Source: an optimization exercise on an open RTL-to-GDS flow (aim: small area, a short achievable clock period and few clock cycles per item). Production flows keep margins and buffers that such runs may drop.
The RTL was checked by simulation tests, not by an equivalence proof against the original design.
Power and IR drop assume default switching activity.

--- flow/run.sh ---
#!/bin/bash
# synth_recipe.tcl (not shown) runs the flow's synth.tcl, then flattens the netlist and writes it again
# the make line also repeats each setting of config.mk as NAME=value (left out here)
make -C /OpenROAD-flow-scripts/flow DESIGN_CONFIG=/design/flow/config.mk WORK_HOME=/design/flow/orfs CLKGATE_MAP_FILE= SYNTH_SCRIPT=/design/flow/synth_recipe.tcl finish
--- flow/config.mk ---
export PLATFORM = sky130hd
export DESIGN_NAME = modular_exponentiation_core
export DESIGN_NICKNAME = modular_exponentiation_core
export VERILOG_FILES = /design/flow/design.v
export SDC_FILE = /design/flow/constraint.sdc
export NUM_CORES = 4
export LEC_CHECK = 0
export CAP_MARGIN = 20
export CORE_MARGIN = 2
export CORE_UTILIZATION = 40
export SETUP_SLACK_MARGIN = 4.2
export SLEW_MARGIN = 20
--- flow/constraint.sdc ---
create_clock -name core_clock -period 8.0 [get_ports {clk}]
set_input_delay 1.6000 -clock core_clock [delete_from_list [all_inputs] [get_ports {clk}]]
set_output_delay 1.6000 -clock core_clock [all_outputs]
set_load 0.01 [all_outputs]
--- flow/design.v ---
package mexp_pkg;
	localparam int OPERAND_WIDTH = 32;
	localparam int FIELD_W = 32;
	localparam int RES_W = OPERAND_WIDTH + 1;
	localparam int LOW_W = 28;
	localparam int TOP_W = 7;
endpackage
module mexp_lane
(
	input logic [mexp_pkg::TOP_W-1:0] h,
	input logic e,
	input logic [mexp_pkg::LOW_W-1:0] ls,
	input logic [mexp_pkg::LOW_W-1:0] lc,
	input logic b,
	input logic [mexp_pkg::TOP_W-1:0] bah,
	input logic [mexp_pkg::RES_W-1:0] a,
	input logic [mexp_pkg::OPERAND_WIDTH-1:0] m,
	input logic q_force,
	input logic q_add,
	output logic [mexp_pkg::TOP_W-1:0] h_next,
	output logic e_next,
	output logic [mexp_pkg::LOW_W-1:0] ls_next,
	output logic [mexp_pkg::LOW_W-1:0] lc_next
);
	localparam int L = mexp_pkg::LOW_W;
	localparam int HW = mexp_pkg::TOP_W;
	localparam int N = mexp_pkg::OPERAND_WIDTH;
	logic [HW-1:0] te;
	logic [HW-2:0] te_hi;
	logic [L-1:0] bal;
	logic pos, neg, p2, n2;
	logic sp1, sp2, sm1, sm2;
	always_comb begin
		bal = b ? a[L-1:0] : '0;
		te_hi = h[HW-2:0] + bah[HW-1:1] + {{(HW-2){1'b0}}, e};
		te = {te_hi, bah[0]};
	end
	always_comb begin
		pos = !te[6] && (te[5] || te[4] || te[3] || te[2]);
		p2 = !te[6] && (te[5] || te[4] || (!m[30] && te[3] && te[2]));
		neg = te[6] && !(te[5] && te[4] && te[3] && te[2]);
		n2 = te[6] && !(te[5] && (te[4] || (m[30] && te[3])));
		sp2 = !q_force && p2;
		sp1 = !q_force && pos && !p2;
		sm2 = !q_force && n2;
		sm1 = q_force ? q_add : (neg && !n2);
	end
	logic [L-1:0] x, y, s1, c1f, c1, qml, s2, c2f;
	logic c1_out;
	always_comb begin
		x = {ls[L-2:0], 1'b0};
		y = {lc[L-2:0], 1'b0};
		s1 = x ^ y ^ bal;
		c1f = (x & y) | (x & bal) | (y & bal);
		c1 = {c1f[L-2:0], 1'b0};
		c1_out = c1f[L-1];
		qml = (~m[L-1:0] & {L{sp1}}) | (~{m[L-2:0], 1'b0} & {L{sp2}})
			| (m[L-1:0] & {L{sm1}}) | ({m[L-2:0], 1'b0} & {L{sm2}});
		s2 = s1 ^ c1 ^ qml;
		c2f = (s1 & c1) | (s1 & qml) | (c1 & qml);
		ls_next = s2;
		lc_next = {c2f[L-2:0], sp1 || sp2};
		e_next = c2f[L-1];
	end
	logic [1:0] sl;
	logic [HW-1:0] base, k1, k2;
	logic [HW-1:0] h0, hm1, hm2, hp1, hp2;
	always_comb begin
		sl[0] = ls[L-1] ^ lc[L-1] ^ c1_out;
		sl[1] = (ls[L-1] & lc[L-1]) | (ls[L-1] & c1_out) | (lc[L-1] & c1_out);
		base = te + {{(HW-2){1'b0}}, sl};
		k1 = {{(HW-(N-L)){1'b0}}, m[N-1:L]};
		k2 = {{(HW-(N-L+1)){1'b0}}, m[N-1:L-1]};
		h0 = base;
		hm1 = base + k1;
		hm2 = base + k2;
		hp1 = base + ~k1;
		hp2 = base + ~k2;
		h_next = (hp2 & {HW{sp2}}) | (hp1 & {HW{sp1}}) | (hm2 & {HW{sm2}}) | (hm1 & {HW{sm1}})
			| (h0 & {HW{!sp1 && !sp2 && !sm1 && !sm2}});
	end
endmodule
module modular_exponentiation_core
(
	input logic clk,
	input logic arst_n,
	input logic cfg_valid,
	output logic cfg_ready,
	input logic [mexp_pkg::FIELD_W-1:0] cfg_modulus,
	input logic req_valid,
	output logic req_ready,
	input logic [mexp_pkg::FIELD_W-1:0] req_message,
	input logic [mexp_pkg::FIELD_W-1:0] req_exponent,
	output logic rsp_valid,
	input logic rsp_ready,
	output logic [mexp_pkg::FIELD_W-1:0] rsp_power_mod
);
	localparam int N = mexp_pkg::OPERAND_WIDTH;
	localparam int RW = mexp_pkg::RES_W;
	localparam int L = mexp_pkg::LOW_W;
	localparam int HW = mexp_pkg::TOP_W;
	typedef enum logic [3:0] {
		S_IDLE,    
		S_PREP,    
		S_RED,     
		S_CRED,    
		S_SCAN,    
		S_SQR,     
		S_MUL,     
		S_CMUL,    
		S_FIX,     
		S_DBL,     
		S_CFIX,    
		S_SHR,     
		S_ONE,     
		S_ZERO,    
		S_RSP      
	} state_t;
	state_t state_q, state_d, state_n;
	logic ready_q, ready_d;
	logic rsp_valid_q, rsp_valid_d;
	logic cfg_ready_q;
	logic m_def_q;     
	logic m_norm_q;    
	logic sq_q;        
	logic fixed_q;     
	logic [N-1:0] m_q;
	logic [4:0] k_q;
	logic [RW-1:0] ac_q;
	logic [RW-1:0] x_q;
	logic [N:0] e_q;      
	logic [HW-1:0] h_q;
	logic hc_q;    
	logic [L-1:0] ls_q, lc_q;
	logic [4:0] cnt_q;
	logic b_q;
	logic [HW-1:0] bah_q;   
	logic step_b;
	logic q_force;
	logic [HW-1:0] h_step;
	logic e_step;
	logic [L-1:0] ls_step, lc_step;
	logic [RW-1:0] v;
	logic init;
	logic init_neg;
	mexp_lane u_lane (
		.h (h_q),
		.e (hc_q),
		.ls (ls_q),
		.lc (lc_q),
		.b (step_b),
		.bah (bah_q),
		.a (ac_q),
		.m (m_q),
		.q_force (q_force),
		.q_add (ac_q[RW-1]),
		.h_next (h_step),
		.e_next (e_step),
		.ls_next (ls_step),
		.lc_next (lc_step)
	);
	function automatic logic [RW-1:0] add_bk(input logic [RW-1:0] x1, input logic [RW-1:0] x2);
		logic [RW-1:0] g, p, gg, pp, c;
		g = x1 & x2;
		p = x1 ^ x2;
		gg = g;
		pp = p;
		for (int d = 1; d < RW; d = d * 2) begin
			for (int i = 2 * d - 1; i < RW; i = i + 2 * d) begin
				gg[i] = gg[i] | (pp[i] & gg[i-d]);
				pp[i] = pp[i] & pp[i-d];
			end
		end
		for (int d = 16; d >= 1; d = d / 2) begin
			for (int i = 3 * d - 1; i < RW; i = i + 2 * d) begin
				gg[i] = gg[i] | (pp[i] & gg[i-d]);
				pp[i] = pp[i] & pp[i-d];
			end
		end
		c = {gg[RW-2:0], 1'b0};
		add_bk = p ^ c;
	endfunction
	assign v = add_bk({h_q[RW-L-1:0], ls_q}, {{(RW-L-1){1'b0}}, hc_q, lc_q});
	logic e_top, e_rest_zero, e_last;
	assign e_top = e_q[N];
	assign e_rest_zero = e_q[N-1:0] == '0;
	assign e_last = e_q[N-1] && (e_q[N-2:0] == '0);
	logic m_zero;
	assign m_zero = m_q == '0;
	logic [4:0] cnt_dec;
	assign cnt_dec = cnt_q - 5'd1;
	logic bit_next;
	logic [N-1:0] ac_lo, x_lo;
	assign ac_lo = ac_q[N-1:0];
	assign x_lo = x_q[N-1:0];
	assign bit_next = sq_q ? ac_lo[cnt_dec] : x_lo[cnt_dec];
	logic step_q, qf_q;
	assign init = !step_q;
	assign step_b = b_q;
	assign q_force = qf_q;
	always_comb begin
		state_d = state_q;
		ready_d = 1'b0;
		rsp_valid_d = rsp_valid_q && !rsp_ready;
		case (state_q)
			S_IDLE: ;
			S_PREP: begin
				if (m_norm_q && !m_def_q) begin
					if (m_zero || k_q == 5'd31) begin
						state_d = S_ZERO;
					end else begin
						state_d = S_RED;
					end
				end
			end
			S_RED: state_d = S_CRED;
			S_CRED: begin
				if (!e_top) begin
					state_d = S_SCAN;
				end else if (e_rest_zero) begin
					state_d = S_ONE;
				end else if (e_last) begin
					state_d = S_FIX;
				end else begin
					state_d = S_SQR;
				end
			end
			S_SCAN: begin
				if (e_top) begin
					state_d = S_RED;
				end
			end
			S_SQR, S_MUL: begin
				if (cnt_q == 5'd0) begin
					state_d = S_CMUL;
				end
			end
			S_CMUL: begin
				if (sq_q && e_top) begin
					state_d = S_MUL;
				end else if (e_last) begin
					state_d = S_FIX;
				end else begin
					state_d = S_SQR;
				end
			end
			S_ONE: state_d = S_FIX;
			S_FIX: begin
				if (k_q != 5'd0 && !fixed_q) begin
					state_d = S_DBL;
				end else begin
					state_d = S_CFIX;
				end
			end
			S_DBL: begin
				if (cnt_q == 5'd1) begin
					state_d = S_CFIX;
				end
			end
			S_CFIX: begin
				if (k_q != 5'd0 && !fixed_q) begin
					state_d = S_FIX;
				end else if (k_q != 5'd0) begin
					state_d = S_SHR;
				end else begin
					state_d = S_RSP;
					rsp_valid_d = 1'b1;
				end
			end
			S_SHR: begin
				if (cnt_q == 5'd1) begin
					state_d = S_RSP;
					rsp_valid_d = 1'b1;
				end
			end
			S_ZERO: begin
				state_d = S_RSP;
				rsp_valid_d = 1'b1;
			end
			S_RSP: ;
			default: state_d = S_IDLE;
		endcase
		state_n = state_d;
		if (state_q == S_IDLE) begin
			if (req_valid && ready_q) begin
				state_d = S_PREP;
			end else begin
				ready_d = 1'b1;
			end
		end
		if (state_q == S_RSP && rsp_ready) begin
			state_d = S_IDLE;
			ready_d = 1'b1;
		end
	end
	always_comb begin
		init_neg = 1'b0;
		if (state_q == S_CMUL || state_q == S_CRED) begin
			if (state_n == S_SQR) begin
				init_neg = v[RW-1];
			end else if (state_n == S_MUL) begin
				init_neg = x_q[RW-1];
			end
		end
	end
	logic b_d;
	logic [HW-1:0] ah_next;
	always_comb begin
		if (state_n == S_RED || state_n == S_FIX) begin
			b_d = 1'b1;
		end else if (state_q == S_SQR || state_q == S_MUL) begin
			b_d = bit_next;
		end else if (state_n == S_SQR) begin
			b_d = v[N-1];
		end else if (state_n == S_MUL) begin
			b_d = x_q[N-1];
		end else begin
			b_d = 1'b0;
		end
		if (state_q == S_CRED || state_q == S_CMUL || state_q == S_CFIX || state_q == S_ONE) begin
			ah_next = {{(HW-(RW-L)){v[RW-1]}}, v[RW-1:L]};
		end else begin
			ah_next = {{(HW-(RW-L)){ac_q[RW-1]}}, ac_q[RW-1:L]};
		end
	end
	always_ff @(posedge clk or negedge arst_n) begin
		if (!arst_n) begin
			state_q <= S_IDLE;
			ready_q <= 1'b0;
			rsp_valid_q <= 1'b0;
			cfg_ready_q <= 1'b0;
			m_def_q <= 1'b1;
			m_norm_q <= 1'b0;
		end else begin
			state_q <= state_d;
			ready_q <= ready_d;
			rsp_valid_q <= rsp_valid_d;
			cfg_ready_q <= cfg_valid && !cfg_ready_q && state_q == S_IDLE;
			if (cfg_ready_q) begin
				m_def_q <= 1'b0;
				m_norm_q <= 1'b0;
			end else if (state_q == S_PREP) begin
				if (m_def_q) begin
					m_def_q <= 1'b0;
					m_norm_q <= 1'b1;
				end else if (m_q[N-1] || m_zero) begin
					m_norm_q <= 1'b1;
				end
			end
		end
	end
	always_ff @(posedge clk) begin
		if (cfg_ready_q) begin
			m_q <= cfg_modulus;
			k_q <= '0;
		end else if (state_q == S_PREP && m_def_q) begin
			m_q <= 32'h8000_0000;
			k_q <= 5'd30;
		end else if (state_q == S_PREP && !m_norm_q && !m_q[N-1] && !m_zero) begin
			m_q <= m_q << 1;
			k_q <= k_q + 5'd1;
		end
		if (state_q == S_IDLE) begin
			ac_q <= {1'b0, req_message};
		end else if (state_q == S_CRED || state_q == S_CMUL || state_q == S_CFIX || state_q == S_ONE) begin
			ac_q <= v;
		end
		if (state_q == S_CRED || state_q == S_ZERO || (state_q == S_CFIX && (fixed_q || k_q == 5'd0))) begin
			x_q <= v;
		end else if (state_q == S_SHR) begin
			x_q <= x_q >> 1;
		end
		if (state_q == S_IDLE) begin
			e_q <= {req_exponent, 1'b1};
		end else if ((state_q == S_SCAN || state_q == S_PREP || state_q == S_RED) && !e_top) begin
			e_q <= e_q << 1;
		end else if (state_q == S_CRED && e_top && !e_rest_zero) begin
			e_q <= e_q << 1;
		end else if (state_q == S_CMUL && !(sq_q && e_top)) begin
			e_q <= e_q << 1;
		end
		if (init) begin
			h_q <= init_neg ? ~{{(HW-(RW-L)){v[RW-1]}}, v[RW-1:L]} : '0;
			hc_q <= 1'b0;
			ls_q <= init_neg ? ~v[L-1:0] : '0;
			lc_q <= {{(L-1){1'b0}}, init_neg || state_n == S_ONE};
		end else begin
			h_q <= h_step;
			hc_q <= e_step;
			ls_q <= ls_step;
			lc_q <= lc_step;
		end
		if (state_q == S_SQR || state_q == S_MUL || state_q == S_DBL || state_q == S_SHR) begin
			cnt_q <= cnt_dec;
		end else if (state_q == S_FIX || state_q == S_CFIX) begin
			cnt_q <= k_q;
		end else begin
			cnt_q <= 5'd31;
		end
		step_q <= state_n == S_RED || state_n == S_SQR || state_n == S_MUL || state_n == S_FIX || state_n == S_DBL;
		qf_q <= state_n == S_FIX;
		b_q <= b_d;
		bah_q <= b_d ? ah_next : '0;
		if (state_q == S_CRED || state_q == S_CMUL) begin
			sq_q <= state_n == S_SQR;
		end
		if (state_q == S_IDLE) begin
			fixed_q <= 1'b0;
		end else if (state_q == S_CFIX) begin
			fixed_q <= 1'b1;
		end
	end
	assign cfg_ready = cfg_ready_q;
	assign req_ready = ready_q;
	assign rsp_valid = rsp_valid_q;
	assign rsp_power_mod = x_q[N-1:0];
endmodule
==> summary.md, run 1 <==
| Metric | Value |
|---|---|
| Reg2reg path depth | 13 |
| Main combinational cell family by area after synthesis | simple AND/OR/NAND/NOR gates |
| Core ar. | 36400 µm² |
| Hold crit path type | flop to flop |
| Iteration-0 DRC Markers | 851 |
| Peak VDD IR | 0.212 mV |
| Hold buffer count at cts | 0 |
| Clock Latency Late Sink | 550 ps |
| Root Driver | clkbuf_16 |
| Initial antenna violation count | 0 |
| Ant. Diodes | 0 |
| Pleak | 7.42 nW |
| Fraction of registers with async set/reset | 4.04% |
| Die Area | 38400 µm² |
| Final net count | 1899 |
| Reg clk slew, reported paths | 60 ps |
| First-pass GRT wire length | 63100 µm |
| Crit-path slowest cell | fa_2 |
| Die height | 196 µm |
| Critical Path Fanout Max | 5 |
| Setup CP Type | flop to flop |
| Final HPWL DP | 28800 µm |
| Top_reg_cell synth | edfxtp_1 |
| Total power | 7.17 mW |
| Vias in the first global route | 11100 |
| Critical Path Max Stage Delay | 690 ps |
| Largest net degree at the start of global routing | 73 |
| PwrDens | 406 nW/µm² |
| Syn Std Cell Area | 14700 µm² |
| Final setup fails | 0 |
| Reg-to-reg endpoint | h_q[2] |
| Setup Skew | 14.2 ps |
| GRT overflow | 0 |
| Antenna Violating Nets Remaining | 0 |
| XOR/XNOR share of the synthesized area | 2.02% |
| Fraction of synthesized area in multiplexers | 6.30% |
| Drt first pass iters | 5 |
| Max-slew headroom | 34.9% |
| Worst Tran Pin Value | 974 ps |
| Critical R2R Launch | ac_q[27] |
| Area Overhead vs Synth | 19.5% |
| Synthesized area per cell | 9.43 µm² |
| DIE WIDTH | 196 µm |
| Global placement routability congestion | 0.850 |
| Crit path required time | 8400 ps |
| CTS tree | built |
| Most used cell, CP | fa_2 |
| Worst path top cell family by delay | adder cells |
| Post-Synthesis Net Count | 1804 |
| Crit path depth | 13 |
| Initial Util | 40.5% |
| CP Cell Sequence | and2_4 -> fa_2 -> inv_2 -> fa_1 -> inv_2 -> ha_4 -> fa_2 -> buf_4 -> inv_1 -> fa_2 -> a221o_1 -> a222oi_1 -> o22ai_1 |
| Hold Startpoint | e_q[0] |
| CTS Buf Count | 27 |
| Unique masters post-synth | 73 |
| GR Util All Layers | 21.0% |
| Min-Delay Endpoint | e_q[0] |
| Max Freq | 269 MHz |
| Clock Sink Count | 223 |
| Post-Route Setup TNS | 0 ps |
| Syn Inst Count | 1564 |
| Sequential-to-total area share from yosys stat | 39.4% |
| Yosys warning total | 2 |
| Synth Area in Compound Gates | 12.2% |
| Synth area leaders | edfxtp_1 (26%), dfxtp_1 (11%), fa_1 (10%) |
| Final core utilization | 48.4% |
| Slew Viols, Final | 0 |
| Worst path buffer plus inverter count | 4 |
| Fin crit share | 46.4% |
| Cell with the most instances after synthesis | nand2_1 |
| H-tree lvl count | 1 |
| Share of the synthesized area in the top cell type | 26.5% |
| R2r setup slk | 4290 ps |
| Final min period | 3710 ps |
| Crit. End Element | flop |
| Commonest cells post-synth | nand2_1 (353), inv_1 (140), edfxtp_1 (130) |
| Dominant cell type by area after synthesis | edfxtp_1 |
| Outcome | no timing/DRC/antenna violations |
| DR vias | 11400 |
| Fraction of layout cells with a size suffix above 1 | 11.4% |
| Num rows | 70 |
| Yosys reg bits | 223 |
| IO buf count | 135 |
| Synth Area in Adders | 15.7% |
| RSZ-0062 raised after global routing | yes |
| Wirelength per Cell | 19.0 µm |
| Nature of the critical path startpoint | flop |
| Fin. Hold Viols | 0 |
| Maximum buffer depth of the clock tree | 3 |
| Max cap viols | 0 |
| Hold path depth | 2 |
| IO Pins | 136 |
| Residual DRC count | 0 |
| Post-Synth Simple-Gate Area | 17.2% |
| Via density | 5.31 |
| EDFF count, synth | 130 |
| Critical Path AT | 4120 ps |
| Final WL | 40900 µm |
==> area by class of cell <==
class	instances	area [µm²]
inverter	141	529
tap	468	586
sequential	223	5820
multi-input combinational	1102	8230
timing repair buffer	164	1580
clock inverter	19	184
fill	3464	18800
clock buffer	31	691
==> worst max-delay path by stage <==
stage | startpoint | endpoint | slack (ps)
3_5_place_dp | b_q | h_q[3] | 3200
4_1_cts | ac_q[27] | h_q[5] | 4140
2_1_floorplan | b_q | h_q[5] | 4240
6_report | ac_q[27] | h_q[2] | 4290
5_1_grt | h_q[0] | ls_q[18] | 4170
3_3_place_gp | b_q | h_q[5] | 3300
==> sequential cells by signal, summed over array words and instances, names as in the netlist <==
name / flops
lc_q: 28
sq_q: 1
e_q: 33
m_q: 32
m_def_q: 1
cfg_ready_q: 1
m_norm_q: 1
qf_q: 1
cnt_q: 5
fixed_q: 1
rsp_valid_q: 1
ls_q: 28
hc_q: 1
bah_q: 5
ready_q: 1
h_q: 6
x_q: 33
state_q: 4
ac_q: 33
step_q: 1
b_q: 1
k_q: 5
==> cell families (layout without fill, tap and decap cells) <==
group	count (synthesis)	after routing
simple gates	584	586
compound gates	280	281
buf+inv	242	355
flops	223	223
fa+ha+maj	139	139
mux	62	62
xor+xnor	34	34
==> cells in the final DEF, fill, tap and decap left out, types with 23 or more instances in the layout <==
master           netlist  final
dfxtp_1               84     79
nor2_1                95     94
and2_1                35     33
buf_4                 33     25
o211ai_1              33     33
a21o_1                23     23
clkdlybuf4s50_1        0    135
clkbuf_16              0     27
mux2_2                32     32
fa_1                  76     67
inv_1                140    138
ha_1                  63     59
a21oi_1               46     39
o21ai_0               94     92
edfxtp_1             130    130
nand2_1              353    352
==> where the power goes <==
part | total (mW) | leakage (nW) | switching (mW) | internal, mW
Clock | 1.23 | 0.413 | 0.512 | 0.717
Sequential | 2.28 | 2.04 | 0.399 | 1.88
Combinational | 3.65 | 4.97 | 2.24 | 1.42
Total | 7.17 | 7.42 | 3.15 | 4.02
==> through the flow <==
step / cells / cell area, µm² / setup WS, ps / hold slack (ps)
global route: 2148 / 17600 / 4170 / 533
detailed placement: 2081 / 16300 / 3200 / 490
CTS: 2142 / 17400 / 4140 / 503
floorplan: 1564 / 14700 / 4240 / 460
finish: 2148 / 17600 / 4290 / 496
global placement: 2081 / 16300 / 3300 / 483
==> per-layer routing <==
layer | part of all wire [%] | GRT usage, % | routed length [µm]
met2 | 46 | 33.6 | 18800
met3 | 5.0 | 2.41 | 2040
met5 | 0 | 0 | 0
met1 | 47 | 30.4 | 19100
met4 | 2.4 | 5.11 | 984
==> timing repair <==
item                                    in CTS  in global routing
buffers inserted                            10                  4
endpoints found under the setup margin      76                 44
cloned                                       1                  2
pin swaps                                   14                 30
gates resized for setup                     18                 44
==> worst register-to-register path, stage by stage (launching register included) <==
cell,delay (ps)
edfxtp_1,370
and2_4,160
fa_2,190
inv_2,40
fa_1,500
inv_2,50
ha_4,160
fa_2,690
buf_4,160
inv_1,70
fa_2,360
a221o_1,330
a222oi_1,360
o22ai_1,150
Testbench counts, summed over its fixed seeds: cycles 288,092, items 192.
==> inputs of run 2 (changes only) <==
--- a/flow/config.mk
+++ b/flow/config.mk
@@ -10,2 +10,3 @@
 export CORE_UTILIZATION = 40
+export PLACE_DENSITY = 0.75
 export SETUP_SLACK_MARGIN = 4.2
==> run 2 against run 1 <==
Against the previous run: first-iteration DRC count increased by 33%; utilization decreased by 0.87 points; total power decreased by 3.0%; sequential share of layout area increased by 0.58 points; die area unchanged; synthesized cell count unchanged; critical path depth increased by 1; flip-flop and latch count unchanged; final cell count decreased by 0.65%; critical endpoint is now h_q[3].
==> summary.md, run 2 <==
| Metric | Value |
|---|---|
| Critical Path AT | 4110 ps |
| EDFF count, synth | 130 |
| R2r setup slk | 4250 ps |
| Fraction of layout cells with a size suffix above 1 | 9.96% |
| Commonest non-fill, non-tap cell in the layout | nand2_1 |
| Crit. End Element | flop |
| Worst path buffer plus inverter count | 3 |
| Syn Std Cell Area | 14700 µm² |
| DR vias | 11600 |
| Synth area leaders | edfxtp_1 (26%), dfxtp_1 (11%), fa_1 (10%) |
| Root Driver | clkbuf_16 |
| Initial antenna violation count | 0 |
| PwrDens | 401 nW/µm² |
| Fin. Hold Viols | 0 |
| Post-Route Setup TNS | 0 ps |
| Critical Path Fanout Max | 5 |
| Fraction of registers with async set/reset | 4.04% |
| Vias in the first global route | 11500 |
| Num rows | 70 |
| Ant. Diodes | 0 |
| Final HPWL DP | 28700 µm |
| Maximum buffer depth of the clock tree | 3 |
| GRT met3 Usage | 3.35% |
| Met2 usage | 32.9% |
| Post-Synthesis Net Count | 1804 |
| Pleak | 7.31 nW |
| Syn Inst Count | 1564 |
| Antenna Violating Nets Remaining | 0 |
| GRT overflow | 0 |
| Final WL | 39600 µm |
| Sequential-to-total area share from yosys stat | 39.4% |
| Die height | 196 µm |
| Clock Latency Late Sink | 530 ps |
| Worst Tran Pin Value | 1060 ps |
| Crit path required time | 8360 ps |
| Final setup fails | 0 |
| Biggest regs | ac_q: 33 flops, e_q: 33 flops, x_q: 33 flops |
| Busiest grt layer | met2 |
| Yosys warning total | 2 |
| Final net count | 1888 |
| Via density | 5.42 |
| Worst path top cell family by delay | adder cells |
| Max-slew headroom | 28.9% |
| Nature of the critical path startpoint | flop |
| Max Freq | 267 MHz |
| Unique masters post-synth | 73 |
| Area Overhead vs Synth | 17.4% |
| Share of the synthesized area in the top cell type | 26.5% |
| Drt first pass iters | 5 |
| Peak VDD IR | 0.164 mV |
| Die Area | 38400 µm² |
| Synthesized area per cell | 9.43 µm² |
| Fin crit share | 46.8% |
| Clock Sink Count | 223 |
| Setup CP Type | flop to flop |
| Largest net degree at the start of global routing | 73 |
| RSZ-0062 raised after global routing | yes |
| Setup Skew | 14.6 ps |
| Placed Instances | 2082 |
| Met1 Track Usage GR | 28.0% |
| Post-Layout Cell Count | 2134 |
| Iteration-0 DRC Markers | 1133 |
| DIE WIDTH | 196 µm |
| Hold buffer count at cts | 0 |
| Most frequent cells in the layout | nand2_1 (353), inv_1 (138), clkdlybuf4s50_1 (135) |
| Residual DRC count | 0 |
| Slew Viols, Final | 0 |
| First-pass GRT wire length | 62200 µm |
| Yosys reg bits | 223 |
| GR Util All Layers | 20.4% |
| CTS tree | built |
| Critical Path Max Stage Delay | 520 ps |
| Cell with the most instances after synthesis | nand2_1 |
| Core ar. | 36400 µm² |
| H-tree lvl count | 1 |
| CTS Buf Count | 25 |
| IO buf count | 135 |
| Max cap viols | 0 |
| Reg clk slew, reported paths | 60 ps |
| Commonest cells post-synth | nand2_1 (353), inv_1 (140), edfxtp_1 (130) |
| Wirelength per Cell | 18.6 µm |
| Initial Util | 40.5% |
| Top_reg_cell synth | edfxtp_1 |
| Outcome | no timing/DRC/antenna violations |
| Crit-path slowest cell | fa_1 |
| CP Cell Sequence | and2_4 -> fa_2 -> inv_1 -> fa_1 -> inv_2 -> ha_4 -> fa_2 -> xnor2_4 -> ha_2 -> inv_1 -> o21bai_1 -> a221o_1 -> a222oi_1 -> o22ai_1 |
| Final min period | 3750 ps |
| Global placement routability congestion | 0.879 |
| IO Pins | 136 |
| Dominant cell type by area after synthesis | edfxtp_1 |
| Hold crit path type | flop to flop |
| Filler cell count | 3346 |
run 2: cell counts after synthesis:
Identical to the previous run, type by type.
run 2: layer usage:
layer,vias to the layer above,wire (µm)
li1,5467,-
met1,5603,17500
met2,432,18200
met3,74,2710
met4,0,1290
met5,-,0
run 2: power by group:
group          internal [mW]  leakage (nW)  switching [mW]  total [mW]
logic                   1.40          4.91            2.21        3.61
registers               1.88          2.04           0.398        2.28
clock network          0.593         0.363           0.468        1.06
total                   3.88          7.31            3.07        6.95
run 2: cells by family (layout without fill, tap and decap cells):
group / Yosys count / count (layout) / share of synthesized area, %
flip-flops: 223 / 223 / 39.4
multiplexers: 62 / 62 / 6.30
AO/OA/AOI/OAI: 280 / 280 / 12.2
XOR/XNOR: 34 / 34 / 2.02
buffers and inverters: 242 / 344 / 7.17
adder cells (fa/ha/maj): 139 / 139 / 15.7
AND/OR/NAND/NOR: 584 / 584 / 17.2
run 2: metrics by stage:
step | util [%] | area (µm²) | hold slack (ps) | setup WS (ps) | total power [mW]
finish | 47.5 | 17300 | 509 | 4250 | 6.95
CTS | 47.0 | 17100 | 510 | 4210 | 6.84
detailed placement | 44.8 | 16300 | 499 | 3320 | 5.71
global placement | 44.8 | 16300 | 491 | 3430 | 5.60
floorplan | - | 14700 | 460 | 4240 | 4.66
global route | 47.5 | 17300 | 536 | 4130 | 7.51
run 2: cell type report:
type                    instances  area (µm²)  area share, %
multi-input cells            1099        8110           46.8
clock buffers                  34         679           3.92
inverters                     141         529           3.06
clock inverters                11        56.3          0.325
repair buffers                158        1540           8.87
well taps                     468         586           3.38
flip-flops and latches        223        5820           33.6
run 2: what timing repair did:
action                                  CTS  global route
endpoints found under the setup margin    9            41
pin swaps                                 1            19
buffers inserted                          3             3
gates cloned                              0             1
resized for setup                         9            35
run 2: worst register-to-register path, stage by stage (launching register included):
cell	delay [ps]
edfxtp_1	370
and2_4	150
fa_2	180
inv_1	50
fa_1	520
inv_2	50
ha_4	160
fa_2	430
xnor2_4	230
ha_2	360
inv_1	100
o21bai_1	120
a221o_1	310
a222oi_1	420
o22ai_1	150
run 2: final timing paths:
path                       endpoint  startpoint  depth (start not counted)
min in group asynchronous   ready_q      arst_n                          1
min                          e_q[0]      e_q[0]                          2
min reg2reg                  e_q[0]      e_q[0]                          2
max reg2reg                  h_q[3]    ac_q[27]                         14
max in group asynchronous   m_def_q      arst_n                          1
max                          h_q[3]    ac_q[27]                         14
==> inputs of run 3 (changes only) <==
--- a/flow/config.mk
+++ b/flow/config.mk
@@ -9,4 +9,3 @@
 export CORE_MARGIN = 2
-export CORE_UTILIZATION = 40
-export PLACE_DENSITY = 0.75
+export CORE_UTILIZATION = 55
 export SETUP_SLACK_MARGIN = 4.2
==> run 3 against run 2 <==
Against the previous run: total power grew 2.6%; highest routed layer unchanged; utilization grew 19 points; final cell count shrank 5.7%; critical endpoint unchanged; cell area grew 0.57%.
==> summary.md, run 3 <==
| Metric | Value |
|---|---|
| Fraction of registers with async set/reset | 4.04% |
| Final WL | 39100 µm |
| Final net count | 1898 |
| H-tree lvl count | 1 |
| Die height | 168 µm |
| Num rows | 59 |
| Root Driver | clkbuf_16 |
| Final min period | 3730 ps |
| Unique masters post-synth | 73 |
| Share of the synthesized area in the top cell type | 26.5% |
| Post-Route Setup TNS | 0 ps |
| Final HPWL DP | 27500 µm |
| Hold crit path type | flop to flop |
| Commonest non-fill, non-tap cell in the layout | nand2_1 |
| DIE WIDTH | 168 µm |
| CTS tree | built |
| Critical Path Fanout Max | 5 |
| Global placement routability congestion | 0.900 |
| Max-slew headroom | 28.0% |
| Most frequent cells in the layout | nand2_1 (353), inv_1 (137), clkdlybuf4s50_1 (135) |
| Critical Path AT | 4150 ps |
| Iteration-0 DRC Markers | 902 |
| Via density | 5.70 |
| Post-Synthesis Net Count | 1804 |
| Fin. Hold Viols | 0 |
| Area Overhead vs Synth | 18.1% |
| Crit path required time | 8410 ps |
| IO Pins | 136 |
| Yosys warning total | 2 |
| Biggest regs | ac_q: 33 flops, e_q: 33 flops, x_q: 33 flops |
| Vias in the first global route | 11000 |
| CTS Buf Count | 26 |
| Yosys reg bits | 223 |
| RSZ-0062 raised after global routing | yes |
| Reg clk slew, reported paths | 60 ps |
| Synth area leaders | edfxtp_1 (26%), dfxtp_1 (11%), fa_1 (10%) |
| Final setup fails | 0 |
| Ant. Diodes | 0 |
| Synthesized area per cell | 9.43 µm² |
| Maximum buffer depth of the clock tree | 3 |
| Hold buffer count at cts | 0 |
| Sequential-to-total area share from yosys stat | 39.4% |
| Hold slack final | 506 ps |
| Die Area | 28100 µm² |
| Antenna Violating Nets Remaining | 0 |
| Fin crit share | 46.6% |
| Outcome | no timing/DRC/antenna violations |
| EDFF count, synth | 130 |
| Drt first pass iters | 6 |
| Top_reg_cell synth | edfxtp_1 |
| IO buf count | 135 |
| DR vias | 11500 |
| Commonest cells post-synth | nand2_1 (353), inv_1 (140), edfxtp_1 (130) |
| Clock Latency Late Sink | 540 ps |
| Initial Util | 56.3% |
| Initial antenna violation count | 0 |
| Slew Viols, Final | 0 |
| Core ar. | 26200 µm² |
| Filler cell count | 2154 |
| Cell with the most instances after synthesis | nand2_1 |
| Nature of the critical path startpoint | flop |
| GR Util All Layers | 27.3% |
| Crit. End Element | flop |
| Setup CP Type | flop to flop |
| Clock Sink Count | 223 |
| Syn Inst Count | 1564 |
| Largest net degree at the start of global routing | 74 |
| Syn Std Cell Area | 14700 µm² |
| Residual DRC count | 0 |
| Pleak | 7.42 nW |
| Multi-input gate area | 8150 µm² |
| Setup Skew | 13.7 ps |
| GRT overflow | 0 |
| First-pass GRT wire length | 60500 µm |
| Fraction of layout cells with a size suffix above 1 | 11.1% |
| Dominant cell type by area after synthesis | edfxtp_1 |
| Max Freq | 268 MHz |
| Worst Tran Pin Value | 1080 ps |
| PwrDens | 410 nW/µm² |
| Wirelength per Cell | 19.4 µm |
| Peak VDD IR | 0.228 mV |
| Register Area | 5820 µm² |
| Max cap viols | 0 |
[run 3: power by group]
group          switching, mW  internal (mW)
registers              0.394           1.88
clock network          0.487          0.742
logic                   2.22           1.41
total                   3.10           4.03
[run 3: per-layer routing]
layer	up-vias	GRT usage (%)	part of all wire, %
met1	5465	39.3	44
li1	5492	-	-
met2	454	42.5	45
met3	55	5.96	8.6
met5	-	0	0
met4	0	6.28	2.7
[run 3: critical path, stage by stage (launching register included)]
cell and delay (ps):
edfxtp_1 370, and2_4 160, fa_2 180, inv_2 40, fa_1 510, inv_2 50
ha_4 160, fa_2 440, xnor2_4 260, ha_2 370, inv_1 100, a21oi_2 70
a221o_1 360, a222oi_1 400, o22ai_1 150
[run 3: logic make-up after synthesis]
family          after synthesis  share of synthesized area (%)
simple gates                584                           17.2
compound gates              280                           12.2
buf+inv                     242                           7.17
flops                       223                           39.4
fa+ha+maj                   139                           15.7
mux                          62                           6.30
xor+xnor                     34                           2.02
[run 3: final timing paths]
check | slack, ps | cells after the start | start | to
max in group asynchronous | 6260 | 1 | arst_n | cfg_ready_q
min in group asynchronous | 1390 | 1 | arst_n | m_norm_q
worst max-delay path | 4270 | 14 | ac_q[27] | h_q[3]
worst min-delay path | 510 | 2 | e_q[0] | e_q[0]
worst min register to register | 510 | 2 | e_q[0] | e_q[0]
worst max register to register | 4270 | 14 | ac_q[27] | h_q[3]
[run 3: what timing repair did]
action,4_1_cts,5_1_grt
setup endpoints to repair,21,55
hold endpoints to repair,0,0
buffers inserted,6,8
resized for setup,10,43
gates cloned,0,3
pin swaps,6,30
[run 3: metrics by stage]
step | util [%] | power (mW) | cells | area [µm²] | setup WS (ps)
after CTS | 65.4 | 7.01 | 2002 | 17100 | 4180
final | 66.4 | 7.13 | 2013 | 17400 | 4270
after floorplan | - | 4.66 | 1564 | 14700 | 4240
after global routing | 66.4 | 7.69 | 2013 | 17400 | 4130
after detailed placement | 61.7 | 5.72 | 1948 | 16200 | 3230
after global placement | 61.7 | 5.64 | 1948 | 16200 | 3380
[run 3: area by class of cell]
class	count	share of cell area [%]
multi-input cells	1100	46.8
flip-flops and latches	223	33.4
repair buffers	166	9.26
clock buffers	30	3.94
inverters	141	3.04
well taps	335	2.41
clock inverters	18	1.10
==> inputs of run 4 (changes only) <==
--- a/flow/config.mk
+++ b/flow/config.mk
@@ -9,4 +9,5 @@
 export CORE_MARGIN = 2
-export CORE_UTILIZATION = 55
-export SETUP_SLACK_MARGIN = 4.2
+export CORE_UTILIZATION = 40
+export PLACE_DENSITY = 0.85
+export SETUP_SLACK_MARGIN = 4.3
 export SLEW_MARGIN = 20
==> run 4 against run 3 <==
Against the previous run: still clean on timing, DRC and antenna; clock skew increased by 6.5 ps; critical path depth down 2; non-clock buffer count grew 8; global-route usage shrank 5.5 points; wire length is 12% higher; clock-buffer cell count is 5 lower; combinational power up 7.2%; utilization down 17 points; sequential power barely moved; flip-flop and latch count stayed put; final cell count rose by 7.0%; fmax about the same; largest power group unchanged.
==> summary.md, run 4 <==
| Metric | Value |
|---|---|
| Outcome | no timing/DRC/antenna violations |
| Most used cell, CP | fa_2 |
| Iteration-0 DRC Markers | 1329 |
| Commonest cells post-synth | nand2_1 (353), inv_1 (140), edfxtp_1 (130) |
| Internal power | 4.10 mW |
| Clock network power share | 16.2% |
| Syn Std Cell Area | 14700 µm² |
| Most frequent cells in the layout | nand2_1 (352), inv_1 (139), clkdlybuf4s50_1 (135) |
| Area Overhead vs Synth | 21.1% |
| Clock Sink Count | 223 |
| EDFF count, synth | 130 |
| Fraction of layout cells with a size suffix above 1 | 12.8% |
| Final WL | 43800 µm |
| Max Freq | 268 MHz |
| First-pass GRT wire length | 66300 µm |
| Fin crit share | 46.7% |
| Max cap viols | 0 |
| Unique masters post-synth | 73 |
| Post-Route Setup TNS | 0 ps |
| Comb power frac | 52.7% |
| Via density | 5.66 |
| Antenna Violating Nets Remaining | 0 |
| Layout Cell Area excl Fill | 17900 µm² |
| Fraction of synthesized area in multiplexers | 6.30% |
| Sequential-to-total area share from yosys stat | 39.4% |
| DR vias | 12200 |
| Yosys warning total | 2 |
| Post-place setup slack | 3330 ps |
| Placed Instances | 2079 |
| Final setup fails | 0 |
| Fraction of registers with async set/reset | 4.04% |
| GR Util All Layers | 21.7% |
| XOR/XNOR share of the synthesized area | 2.02% |
| CP Cell Sequence | and2_4 -> fa_2 -> inv_1 -> fa_1 -> inv_2 -> ha_4 -> fa_2 -> buf_6 -> fa_2 -> a221o_1 -> a222oi_1 -> o22ai_1 |
| Nature of the critical path startpoint | flop |
| Num rows | 70 |
| Wirelength per Cell | 20.3 µm |
| Post-Layout Cell Count | 2153 |
| Pleak | 7.53 nW |
| Setup Skew | 20.2 ps |
| Critical Path Max Stage Delay | 520 ps |
| Clock Latency Late Sink | 540 ps |
| Biggest regs | ac_q: 33 flops, e_q: 33 flops, x_q: 33 flops |
| Main combinational cell family by area after synthesis | simple AND/OR/NAND/NOR gates |
| Final net count | 1907 |
| Crit path required time | 8400 ps |
| Initial antenna violation count | 0 |
| Worst Tran Pin Value | 826 ps |
| Register share of total power | 31.1% |
| Share of the synthesized area in the top cell type | 26.5% |
| Reg clk slew, reported paths | 60 ps |
| Worst path top cell family by delay | adder cells |
| Hold slack final | 504 ps |
| Final HPWL DP | 29100 µm |
| Crit. End Element | flop |
| Critical Path AT | 4130 ps |
| Setup CP Type | flop to flop |
| Vias in the first global route | 12400 |
| CTS tree | built |
| Post-Synthesis Net Count | 1804 |
| Ant. Diodes | 0 |
| Synth area leaders | edfxtp_1 (26%), dfxtp_1 (11%), fa_1 (10%) |
| Synth Area in Adders | 15.7% |
| H-tree lvl count | 1 |
| PwrDens | 414 nW/µm² |
| IO buf count | 135 |
| Top_reg_cell synth | edfxtp_1 |
| Final core utilization | 49.0% |
| Peak VDD IR | 0.179 mV |
| Switching power | 3.29 mW |
| Worst path buffer plus inverter count | 3 |
| Largest net degree at the start of global routing | 73 |
| Slew Viols, Final | 0 |
| Residual DRC count | 0 |
| Max-slew headroom | 44.9% |
| IO Pins | 136 |
| Dominant cell type by area after synthesis | edfxtp_1 |
| Core ar. | 36400 µm² |
| Maximum buffer depth of the clock tree | 3 |
| Synthesized area per cell | 9.43 µm² |
| Initial Util | 40.5% |
| RSZ-0062 raised after global routing | yes |
| Crit-path slowest cell | fa_2 |
| Hold Startpoint | e_q[0] |
| Setup WS post-layout | 4270 ps |
| Critical Path Fanout Max | 7 |
| Final min period | 3730 ps |
| CTS Buf Count | 24 |
| GRT overflow | 0 |
| Critical R2R Launch | ac_q[27] |
| Syn Inst Count | 1564 |
| Hold crit path type | flop to flop |
| Critical Path Source | ac_q[27] |
| Die height | 196 µm |
| Drt first pass iters | 6 |
| DIE WIDTH | 196 µm |
| Die Area | 38400 µm² |
| Global placement routability congestion | 0.924 |
| Net Sw Frac | 44.5% |
| Filler cell count | 3168 |
| Post-Synth Simple-Gate Area | 17.2% |
| Fin. Hold Viols | 0 |
| Root Driver | clkbuf_16 |
| Commonest non-fill, non-tap cell in the layout | nand2_1 |
| Synth Area in Compound Gates | 12.2% |
| Yosys reg bits | 223 |
| Cell with the most instances after synthesis | nand2_1 |
| Total power | 7.39 mW |
| Area after DPL | 16300 µm² |
-- run 4: cell counts after synthesis --
Identical to the previous run, type by type.
-- run 4: cells by family after synthesis --
kind of cell	after synthesis
buffers and inverters	242
XOR/XNOR	34
adder cells (fa/ha/maj)	139
flip-flops	223
AND/OR/NAND/NOR	584
multiplexers	62
AO/OA/AOI/OAI	280
-- run 4: power groups by stage --
| stage | clock (mW) | sequential, mW | combinational, mW |
|---|---|---|---|
| floorplan | 0 | 2.13 | 2.53 |
| global placement | 0 | 2.28 | 3.27 |
| detailed placement | 0 | 2.30 | 3.42 |
| CTS | 1.20 | 2.27 | 3.65 |
| global route | 1.25 | 2.35 | 4.25 |
| finish | 1.20 | 2.30 | 3.89 |
-- run 4: tightest hold or removal path, cell delays in order, from the launching register on --
cell and delay [ps]:
dfxtp_1 310, inv_1 70, o21ai_0 80
-- run 4: path summary, 6_finish.rpt --
| kind | cells after the start | to | slack (ps) |
|---|---|---|---|
| max | 12 | h_q[2] | 4270 |
| min | 2 | e_q[0] | 500 |
| max reg2reg | 12 | h_q[2] | 4270 |
| min reg2reg | 2 | e_q[0] | 500 |
| max in group asynchronous | 1 | cfg_ready_q | 6290 |
| min in group asynchronous | 1 | m_norm_q | 1370 |
-- run 4: final cells by class --
class	instances	area, µm²	share of cell area [%]
Clock buffer	25	626	3.50
Clock inverter	19	205	1.15
Inverter	141	529	2.96
Multi-Input combinational cell	1103	8370	46.9
Sequential cell	223	5830	32.6
Tap cell	468	586	3.28
Timing Repair Buffer	174	1700	9.55
-- run 4: routing by layer --
layer | share of wire, % | vias up | global-route usage, %
li1 | - | 5519 | -
met1 | 40 | 5864 | 27.8
met2 | 47 | 647 | 35.9
met3 | 7.7 | 158 | 3.83
met4 | 5.2 | 0 | 10.5
met5 | 0 | - | 0
-- run 4: timing repair --
action | CTS | global route
hold buffers | 0 | 0
gates resized for setup | 32 | 55
cloned | 3 | 1
hold endpoints to repair | 0 | 0
pin swaps | 17 | 39
setup buffers | 10 | 16
endpoints found under the setup margin | 80 | 50
==> inputs of run 5 (changes only) <==
--- a/flow/config.mk
+++ b/flow/config.mk
@@ -10,3 +10,3 @@
 export CORE_UTILIZATION = 40
-export PLACE_DENSITY = 0.85
+export PLACE_DENSITY = 0.75
 export SETUP_SLACK_MARGIN = 4.3
==> run 5 against run 4 <==
Against the previous run: still clean; flip-flop and latch count is the same; clock power is essentially flat; die area is the same; sequential power is essentially flat; largest cell class unchanged.
==> summary.md, run 5 <==
| Metric | Value |
|---|---|
| Critical Path AT | 4220 ps |
| Syn Std Cell Area | 14700 µm² |
| Hold slack final | 515 ps |
| CTS tree | built |
| Residual DRC count | 0 |
| Setup Skew | 10.2 ps |
| PwrDens | 408 nW/µm² |
| Top_reg_cell synth | edfxtp_1 |
| Dominant cell type by area after synthesis | edfxtp_1 |
| Slew Viols, Final | 0 |
| Hold crit path type | flop to flop |
| RSZ-0062 raised after global routing | yes |
| Post-Route Setup TNS | 0 ps |
| Hold buffer count at cts | 0 |
| Clock Latency Late Sink | 520 ps |
| Root Driver | clkbuf_16 |
| Maximum buffer depth of the clock tree | 3 |
| Largest net degree at the start of global routing | 73 |
| Vias in the first global route | 11700 |
| Synth area leaders | edfxtp_1 (26%), dfxtp_1 (11%), fa_1 (10%) |
| Crit. End Element | flop |
| GR Util All Layers | 20.8% |
| Max-slew headroom | 37.5% |
| Reg clk slew, reported paths | 60 ps |
| Max cap viols | 0 |
| Fin crit share | 47.7% |
| Setup CP Type | flop to flop |
| Critical Path Fanout Max | 5 |
| Max Freq | 262 MHz |
| Cell with the most instances after synthesis | nand2_1 |
| Outcome | no timing/DRC/antenna violations |
| Global placement routability congestion | 0.907 |
| Share of the synthesized area in the top cell type | 26.5% |
| Nature of the critical path startpoint | flop |
| Initial antenna violation count | 0 |
| Peak VDD IR | 0.204 mV |
| Crit-path slowest cell | fa_2 |
| Final min period | 3810 ps |
| Unique masters post-synth | 73 |
| Worst Tran Pin Value | 934 ps |
| Syn Inst Count | 1564 |
| Fin. Hold Viols | 0 |
| Pleak | 7.47 nW |
| Ant. Diodes | 0 |
| Synthesized area per cell | 9.43 µm² |
| Die height | 196 µm |
| Clock Sink Count | 223 |
| IO buf count | 135 |
| Core ar. | 36400 µm² |
| Commonest non-fill, non-tap cell in the layout | nand2_1 |
| Iteration-0 DRC Markers | 979 |
| Critical R2R Launch | ac_q[27] |
| GRT overflow | 0 |
| Final WL | 40700 µm |
| Wirelength per Cell | 19.0 µm |
| IO Pins | 136 |
| Critical Path Max Stage Delay | 680 ps |
| Final net count | 1899 |
| Commonest cells post-synth | nand2_1 (353), inv_1 (140), edfxtp_1 (130) |
| Via density | 5.43 |
| EDFF count, synth | 130 |
| Initial Util | 40.5% |
| Hold Startpoint | e_q[0] |
| Final HPWL DP | 28800 µm |
| Final setup fails | 0 |
| CTS Buf Count | 24 |
| Biggest regs | ac_q: 33 flops, e_q: 33 flops, x_q: 33 flops |
| Most frequent cells in the layout | nand2_1 (352), inv_1 (137), clkdlybuf4s50_1 (135) |
| DR vias | 11600 |
| Sequential-to-total area share from yosys stat | 39.4% |
| Critical Path Source | ac_q[27] |
| CP Cell Sequence | and2_4 -> fa_2 -> inv_2 -> fa_1 -> inv_2 -> ha_4 -> fa_2 -> buf_6 -> inv_2 -> fa_2 -> nor2_1 -> nor2_1 -> o21bai_1 -> nor2_1 -> o311ai_2 -> nand3_2 |
| Fraction of layout cells with a size suffix above 1 | 12.4% |
| H-tree lvl count | 1 |
| First-pass GRT wire length | 63500 µm |
| Antenna Violating Nets Remaining | 0 |
| DIE WIDTH | 196 µm |
| Fraction of registers with async set/reset | 4.04% |
| Yosys reg bits | 223 |
| Drt first pass iters | 5 |
| Num rows | 70 |
| Crit path required time | 8410 ps |
| Post-Synthesis Net Count | 1804 |
| Area Overhead vs Synth | 20.3% |
| Yosys warning total | 2 |
| Die Area | 38400 µm² |
run 5: power by group:
part,leakage (nW),switching [mW],internal [mW],total [mW]
clock,0.414,0.471,0.726,1.20
sequential,2.04,0.395,1.88,2.28
combinational,5.02,2.29,1.47,3.77
total,7.47,3.16,4.08,7.24
run 5: path summary, 6_finish.rpt:
path / endpoint / slack [ps] / depth (start not counted)
worst max-delay path: h_q[4] / 4190 / 16
worst max register to register: h_q[4] / 4190 / 16
worst min-delay path: e_q[0] / 510 / 2
worst min register to register: e_q[0] / 510 / 2
min in group asynchronous: cfg_ready_q / 1390 / 1
max in group asynchronous: m_def_q / 6280 / 1
run 5: cells by family after synthesis:
group                    share of synthesized area, %
AO/OA/AOI/OAI                                    12.2
XOR/XNOR                                         2.02
adder cells (fa/ha/maj)                          15.7
buffers and inverters                            7.17
flip-flops                                       39.4
multiplexers                                     6.30
AND/OR/NAND/NOR                                  17.2
run 5: layer usage:
metal / global-route usage (%) / part of all wire, %
met1: 28.3 / 44
met3: 3.03 / 6.3
met5: 0 / 0
met4: 7.44 / 3.2
met2: 34.0 / 47
run 5: metrics by stage:
stage | area, µm² | power (mW) | cells | utilization [%] | setup slack [ps]
detailed placement | 16300 | 5.71 | 2081 | 44.8 | 3330
CTS | 17400 | 7.04 | 2134 | 47.7 | 4220
finish | 17700 | 7.24 | 2145 | 48.7 | 4190
global route | 17700 | 7.78 | 2145 | 48.7 | 4100
global placement | 16300 | 5.59 | 2081 | 44.8 | 3420
floorplan | 14800 | 4.66 | 1564 | - | 4310
run 5: cell type report:
| cell class | count | area, µm² |
|---|---|---|
| Tap cell | 468 | 586 |
| Inverter | 141 | 529 |
| Sequential cell | 223 | 5820 |
| Clock buffer | 32 | 682 |
| Fill cell | 3280 | 18700 |
| Clock inverter | 12 | 160 |
| Multi-Input combinational cell | 1102 | 8330 |
| Timing Repair Buffer | 167 | 1620 |
run 5: critical path: cells and delay by family (launching register included):
family | cells | cell delay [ps]
and+or+nand+nor | 5 | 600
adders and majority gates | 5 | 1870
buffers and inverters | 4 | 280
DFF | 1 | 410
AOI/OAI and AO/OA | 2 | 530
run 5: what timing repair did:
item / CTS / global route
pin swaps: 23 / 43
setup endpoints to repair: 74 / 60
cloned: 2 / 2
resized for setup: 31 / 56
setup buffers: 7 / 9
==> inputs of run 6 (changes only) <==
--- a/flow/config.mk
+++ b/flow/config.mk
@@ -11,3 +11,3 @@
 export PLACE_DENSITY = 0.75
-export SETUP_SLACK_MARGIN = 4.3
+export SETUP_SLACK_MARGIN = 4.1
 export SLEW_MARGIN = 20
==> run 6 against run 5 <==
Against the previous run: sequential share of layout area is 0.90 points higher; fmax rose by 0.70%; wire length fell by 2.5%; total power fell by 4.4%; sequential power about the same; highest routed layer unchanged; combinational power down 5.6%; flip-flop and latch count is the same; first-iteration DRC count decreased by 5.7%; via count is 0.64% lower.
==> summary.md, run 6 <==
| Metric | Value |
|---|---|
| Vias in the first global route | 11400 |
| Hold path depth | 2 |
| Unique masters post-synth | 73 |
| Post-place setup slack | 3250 ps |
| Placed Instances | 2080 |
| Slew Viols, Final | 0 |
| Worst Tran Pin Value | 943 ps |
| Fraction of layout cells with a size suffix above 1 | 9.01% |
| Yosys warning total | 2 |
| Root Driver | clkbuf_16 |
| Share of the synthesized area in the top cell type | 26.5% |
| Outcome | no timing/DRC/antenna violations |
| Pleak | 7.30 nW |
| First-pass GRT wire length | 62400 µm |
| Residual DRC count | 0 |
| Clock Sink Count | 223 |
| Core ar. | 36400 µm² |
| Cell with the most instances after synthesis | nand2_1 |
| Fin. Hold Viols | 0 |
| Setup CP Type | flop to flop |
| DIE WIDTH | 196 µm |
| Fraction of registers with async set/reset | 4.04% |
| Reg-to-reg endpoint | h_q[5] |
| Crit path required time | 8420 ps |
| DR vias | 11600 |
| Via density | 5.43 |
| Antenna Violating Nets Remaining | 0 |
| Clock Latency Late Sink | 530 ps |
| Syn Inst Count | 1564 |
| Syn Std Cell Area | 14700 µm² |
| Ant. Diodes | 0 |
| Final WL | 39700 µm |
| Final HPWL DP | 28700 µm |
| Yosys reg bits | 223 |
| Critical R2R Launch | ac_q[27] |
| H-tree lvl count | 1 |
| Area after DPL | 16300 µm² |
| Area Overhead vs Synth | 16.9% |
| Hold slack final | 512 ps |
| Post-Layout Cell Count | 2133 |
| Top_reg_cell synth | edfxtp_1 |
| Reg clk slew, reported paths | 60 ps |
| Setup Skew | 25.7 ps |
| GR Util All Layers | 20.4% |
| Commonest cells post-synth | nand2_1 (353), inv_1 (140), edfxtp_1 (130) |
| Drt first pass iters | 5 |
| Initial antenna violation count | 0 |
| Reg2reg path depth | 16 |
| Hold buffer count at cts | 0 |
| Post-Synthesis Net Count | 1804 |
| Die height | 196 µm |
| Dominant cell type by area after synthesis | edfxtp_1 |
| Final net count | 1887 |
| PwrDens | 401 nW/µm² |
| Synthesized area per cell | 9.43 µm² |
| Max Freq | 264 MHz |
| Iteration-0 DRC Markers | 923 |
| Wirelength per Cell | 18.6 µm |
| Final setup fails | 0 |
| Biggest regs | ac_q: 33 flops, e_q: 33 flops, x_q: 33 flops |
| R2r setup slk | 4210 ps |
| Setup WS post-layout | 4210 ps |
| Initial Util | 40.5% |
| Largest net degree at the start of global routing | 73 |
| Synth area leaders | edfxtp_1 (26%), dfxtp_1 (11%), fa_1 (10%) |
| Max-slew headroom | 37.1% |
| Num rows | 70 |
| RSZ-0062 raised after global routing | yes |
| Hold crit path type | flop to flop |
| Hold Startpoint | e_q[0] |
| Nature of the critical path startpoint | flop |
| Critical Path AT | 4210 ps |
| Crit. End Element | flop |
| Maximum buffer depth of the clock tree | 3 |
| CTS Buf Count | 25 |
| Final core utilization | 47.3% |
| Die Area | 38400 µm² |
| Total power | 6.92 mW |
| IO buf count | 135 |
| EDFF count, synth | 130 |
| CTS tree | built |
| GRT overflow | 0 |
| Sequential-to-total area share from yosys stat | 39.4% |
| IO Pins | 136 |
| Most frequent cells in the layout | nand2_1 (352), inv_1 (139), clkdlybuf4s50_1 (135) |
| Critical Path Fanout Max | 6 |
| Max cap viols | 0 |
| Final min period | 3790 ps |
| Layout Cell Area excl Fill | 17200 µm² |
| Min-Delay Endpoint | e_q[0] |
| Commonest non-fill, non-tap cell in the layout | nand2_1 |
| Fin crit share | 47.4% |
| Global placement routability congestion | 0.909 |
| Post-Route Setup TNS | 0 ps |
| Peak VDD IR | 0.189 mV |
## run 6: cell type report
| cell class | instances | area, µm² |
|---|---|---|
| fillers | 3354 | 19200 |
| multi-input cells | 1101 | 8050 |
| flip-flops and latches | 223 | 5820 |
| repair buffers | 155 | 1510 |
| clock buffers | 30 | 644 |
| well taps | 468 | 586 |
| inverters | 141 | 529 |
| clock inverters | 15 | 101 |
## run 6: repair_timing
action	4_1_cts	5_1_grt
pin swaps	4	6
cloned	2	0
endpoints found under the setup margin	35	43
setup buffers	2	4
resized for setup	8	18
## run 6: routing by layer
metal  GRT usage [%]  share of wire [%]  up-vias
met1            28.2                 45     5603
li1                -                  -     5480
met2            33.4                 46      417
met3            2.65                6.3       72
met5               0                  0        -
met4            6.68                3.2        0
## run 6: kinds of logic (layout without fill, tap and decap cells)
group | count (synthesis) | in the layout | synth area share (%)
and+or+nand+nor | 584 | 585 | 17.2
AOI/OAI and AO/OA | 280 | 281 | 12.2
buffers and inverters | 242 | 341 | 7.17
DFF | 223 | 223 | 39.4
adders and majority gates | 139 | 139 | 15.7
muxes | 62 | 62 | 6.30
xor gates and xnor gates | 34 | 34 | 2.02
## run 6: worst max-delay path, stage by stage, from the launching register on
cell and delay [ps]:
edfxtp_1 430, and2_4 190, fa_1 350, inv_1 70, fa_1 420, inv_2 80, ha_4 130, fa_2 500
ha_4 250, a21o_1 180, a21o_1 200, a21o_1 200, a21oi_2 140, xnor2_1 130, nand2_1 70, a41o_1 240
o311ai_0 90
## run 6: how the worst max path moves through the flow
stage	startpoint	to	slack, ps	depth (start not counted)
global route	ac_q[27]	h_q[5]	4070	16
CTS	ac_q[27]	h_q[5]	4030	16
detailed placement	b_q	h_q[3]	3250	14
finish	ac_q[27]	h_q[5]	4210	16
global placement	b_q	h_q[5]	3350	16
floorplan	b_q	h_q[5]	4180	17
## run 6: power by group
group | total [mW] | switching [mW] | leakage [nW] | internal, mW
clock | 1.08 | 0.479 | 0.360 | 0.604
combinational | 3.56 | 2.19 | 4.90 | 1.37
sequential | 2.28 | 0.398 | 2.04 | 1.88
total | 6.92 | 3.06 | 7.30 | 3.85
==> inputs of run 7 (changes only) <==
--- a/flow/config.mk
+++ b/flow/config.mk
@@ -7,3 +7,3 @@
 export LEC_CHECK = 0
-export CAP_MARGIN = 20
+export CAP_MARGIN = 10
 export CORE_MARGIN = 2
@@ -11,3 +11,3 @@
 export PLACE_DENSITY = 0.75
-export SETUP_SLACK_MARGIN = 4.1
-export SLEW_MARGIN = 20
+export SETUP_SLACK_MARGIN = 4.2
+export SLEW_MARGIN = 10
==> run 7 against run 6 <==
Against the previous run: clock power barely moved; sequential power hardly changed; first-iteration DRC count rose by 23%; global-route usage barely moved; non-clock buffer count is 3 higher; synthesized area stayed put; utilization up 0.19 points; wire length is 0.23% lower; critical path depth is 2 lower; critical endpoint is now h_q[3]; largest power group unchanged; highest routed layer unchanged.
==> summary.md, run 7 <==
| Metric | Value |
|---|---|
| Dominant cell type by area after synthesis | edfxtp_1 |
| Hold slack final | 509 ps |
| Main combinational cell family by area after synthesis | simple AND/OR/NAND/NOR gates |
| IO buf count | 135 |
| Net Sw Frac | 44.2% |
| Final WL | 39600 µm |
| Root Driver | clkbuf_16 |
| DIE WIDTH | 196 µm |
| Final min period | 3750 ps |
| Crit path required time | 8360 ps |
| Yosys reg bits | 223 |
| Unique masters post-synth | 73 |
| Wirelength per Cell | 18.6 µm |
| Setup CP Type | flop to flop |
| Clock network power share | 15.3% |
| DR vias | 11600 |
| Max Freq | 267 MHz |
| EDFF count, synth | 130 |
| Syn Std Cell Area | 14700 µm² |
| Crit path depth | 14 |
| Sequential-to-total area share from yosys stat | 39.4% |
| GRT overflow | 0 |
| Synth Area in Compound Gates | 12.2% |
| Most frequent cells in the layout | nand2_1 (353), inv_1 (138), clkdlybuf4s50_1 (135) |
| Ant. Diodes | 0 |
| Post-Route Setup TNS | 0 ps |
| Final setup fails | 0 |
| GR Util All Layers | 20.4% |
| IO Pins | 136 |
| Residual DRC count | 0 |
| Largest net degree at the start of global routing | 73 |
| Antenna Violating Nets Remaining | 0 |
| Max-slew headroom | 28.9% |
| Peak VDD IR | 0.164 mV |
| RSZ-0062 raised after global routing | yes |
| Final HPWL DP | 28700 µm |
| Switching power | 3.07 mW |
| Maximum buffer depth of the clock tree | 3 |
| Critical Path Max Stage Delay | 520 ps |
| Core ar. | 36400 µm² |
| Crit-path slowest cell | fa_1 |
| Clock Latency Late Sink | 530 ps |
| Yosys warning total | 2 |
| Synthesized area per cell | 9.43 µm² |
| Hold path depth | 2 |
| Crit. End Element | flop |
| Die Area | 38400 µm² |
| Fraction of layout cells with a size suffix above 1 | 9.96% |
| Post-Synth Simple-Gate Area | 17.2% |
| Num rows | 70 |
| Final net count | 1888 |
| Reg2reg path depth | 14 |
| Share of the synthesized area in the top cell type | 26.5% |
| Comb power frac | 51.9% |
| Clock Sink Count | 223 |
| Outcome | no timing/DRC/antenna violations |
| Via density | 5.42 |
| Fin. Hold Viols | 0 |
| Worst path top cell family by delay | adder cells |
| Max cap viols | 0 |
| Total power | 6.95 mW |
| PwrDens | 401 nW/µm² |
| Vias in the first global route | 11500 |
| Syn Inst Count | 1564 |
| Worst path buffer plus inverter count | 3 |
| Biggest regs | ac_q: 33 flops, e_q: 33 flops, x_q: 33 flops |
| CTS tree | built |
| Fin crit share | 46.8% |
| Commonest non-fill, non-tap cell in the layout | nand2_1 |
| Placed Instances | 2082 |
| Post-Layout Cell Count | 2134 |
| Critical Path AT | 4110 ps |
| Critical Path Fanout Max | 5 |
| Area Overhead vs Synth | 17.4% |
| First-pass GRT wire length | 62200 µm |
| Die height | 196 µm |
| Cell with the most instances after synthesis | nand2_1 |
| Synth area leaders | edfxtp_1 (26%), dfxtp_1 (11%), fa_1 (10%) |
| Fraction of synthesized area in multiplexers | 6.30% |
| Iteration-0 DRC Markers | 1133 |
| Slew Viols, Final | 0 |
| Post-Synthesis Net Count | 1804 |
| Hold crit path type | flop to flop |
| Setup Skew | 14.6 ps |
| Commonest cells post-synth | nand2_1 (353), inv_1 (140), edfxtp_1 (130) |
| Worst Tran Pin Value | 1060 ps |
| Reg clk slew, reported paths | 60 ps |
| Synth Area in Adders | 15.7% |
| H-tree lvl count | 1 |
| Pleak | 7.31 nW |
| Fraction of registers with async set/reset | 4.04% |
| Register share of total power | 32.8% |
| Drt first pass iters | 5 |
| CTS Buf Count | 25 |
| Global placement routability congestion | 0.879 |
| Top_reg_cell synth | edfxtp_1 |
| Initial Util | 40.5% |
| Internal power | 3.88 mW |
| Initial antenna violation count | 0 |
| XOR/XNOR share of the synthesized area | 2.02% |
| CP Cell Sequence | and2_4 -> fa_2 -> inv_1 -> fa_1 -> inv_2 -> ha_4 -> fa_2 -> xnor2_4 -> ha_2 -> inv_1 -> o21bai_1 -> a221o_1 -> a222oi_1 -> o22ai_1 |
| Nature of the critical path startpoint | flop |
## run 7: cell count changes in the layout (fill, tap and decap cells not counted), moves of 3 or more
cell        before  now
a21oi_1         42   39
a21oi_2          5    8
clkinvlp_4       3    0
fa_1            74   69
fa_2             2    7
## run 7: worst paths after layout
path | slack (ps) | endpoint | from
setup reg to reg | 4250 | h_q[3] | ac_q[27]
setup / recovery | 4250 | h_q[3] | ac_q[27]
hold reg to reg | 510 | e_q[0] | e_q[0]
max in group asynchronous | 6290 | m_def_q | arst_n
hold / removal | 510 | e_q[0] | e_q[0]
min in group asynchronous | 1380 | ready_q | arst_n
## run 7: cells by family after synthesis
group | Yosys count
compound gates | 280
buf+inv | 242
simple gates | 584
mux | 62
flops | 223
fa+ha+maj | 139
xor+xnor | 34
## run 7: per-layer routing
layer | GRT usage [%] | vias to the layer above | part of all wire, %
met5 | 0 | - | 0
met1 | 28.0 | 5603 | 44
met2 | 32.9 | 432 | 46
met4 | 6.85 | 0 | 3.3
met3 | 3.35 | 74 | 6.8
li1 | - | 5467 | -
## run 7: final cells by class
cell class,count,area [µm²]
clock inverter,11,56.3
timing repair buffer,158,1540
multi-input combinational,1099,8110
fill,3346,19100
tap,468,586
inverter,141,529
clock buffer,34,679
sequential,223,5820
## run 7: power by group through the flow
stage	clock network [mW]	logic (mW)	registers [mW]
after floorplan	0	2.53	2.13
final	1.06	3.61	2.28
after global routing	1.13	4.04	2.34
after global placement	0	3.31	2.29
after detailed placement	0	3.41	2.31
after CTS	1.08	3.49	2.27
## run 7: per-stage QoR
step / worst slack [ps] / util, % / area [µm²]
floorplan: 4240 / - / 14700
global placement: 3430 / 44.8 / 16300
detailed placement: 3320 / 44.8 / 16300
CTS: 4210 / 47.0 / 17100
global route: 4130 / 47.5 / 17300
finish: 4250 / 47.5 / 17300
## run 7: worst min-delay path, cell delays in order, from the launching register on
cell	delay, ps
dfxtp_1	310
inv_1	70
o21ai_0	80
## run 7: what timing repair did
item                       in CTS  in global routing
gates cloned                    0                  1
hold buffers                    0                  0
resized for setup               9                 35
setup endpoints to repair       9                 41
pin swaps                       1                 19
setup buffers                   3                  3
hold endpoints to repair        0                  0

re-timing with driven ports:
The results above use ideal ports. As a check the final layouts listed here were re-extracted and re-timed, cells and wires unchanged. Step 1 assumes that a clkbuf_16 drives the clock port and a buf_2 every other input. Step 2, shift: input delay + t, output delay - t, t = (earliest + latest rising clock arrival at the registers) / 2. This alone moves slack from input paths to output paths. Slacks: ideal ports / drivers / drivers and shift; pairs: ideal ports / drivers.
| run | t (ns) | setup slack, ns | worst hold slack (ns) | worst setup path at the end | cell pins on the clock port's net |
|---|---|---|---|---|---|
| run 1 | 0.598 | 4.287 / 4.287 / 4.287 | 0.496 / 0.496 / 0.496 | register to register | 1 |
| run 2 | 0.571 | 4.253 / 4.253 / 4.253 | 0.509 / 0.509 / 0.509 | register to register | 1 |
| run 3 | 0.585 | 4.268 / 4.268 / 4.268 | 0.506 / 0.506 / 0.506 | register to register | 1 |
| run 4 | 0.582 | 4.266 / 4.266 / 4.266 | 0.504 / 0.504 / 0.504 | register to register | 1 |
| run 5 | 0.565 | 4.185 / 4.185 / 4.185 | 0.515 / 0.515 / 0.515 | register to register | 1 |
| run 6 | 0.568 | 4.212 / 4.212 / 4.212 | 0.512 / 0.512 / 0.512 | register to register | 1 |
| run 7 | 0.571 | 4.253 / 4.253 / 4.253 | 0.509 / 0.509 / 0.509 | register to register | 1 |
After both steps every run listed still meets setup and hold.
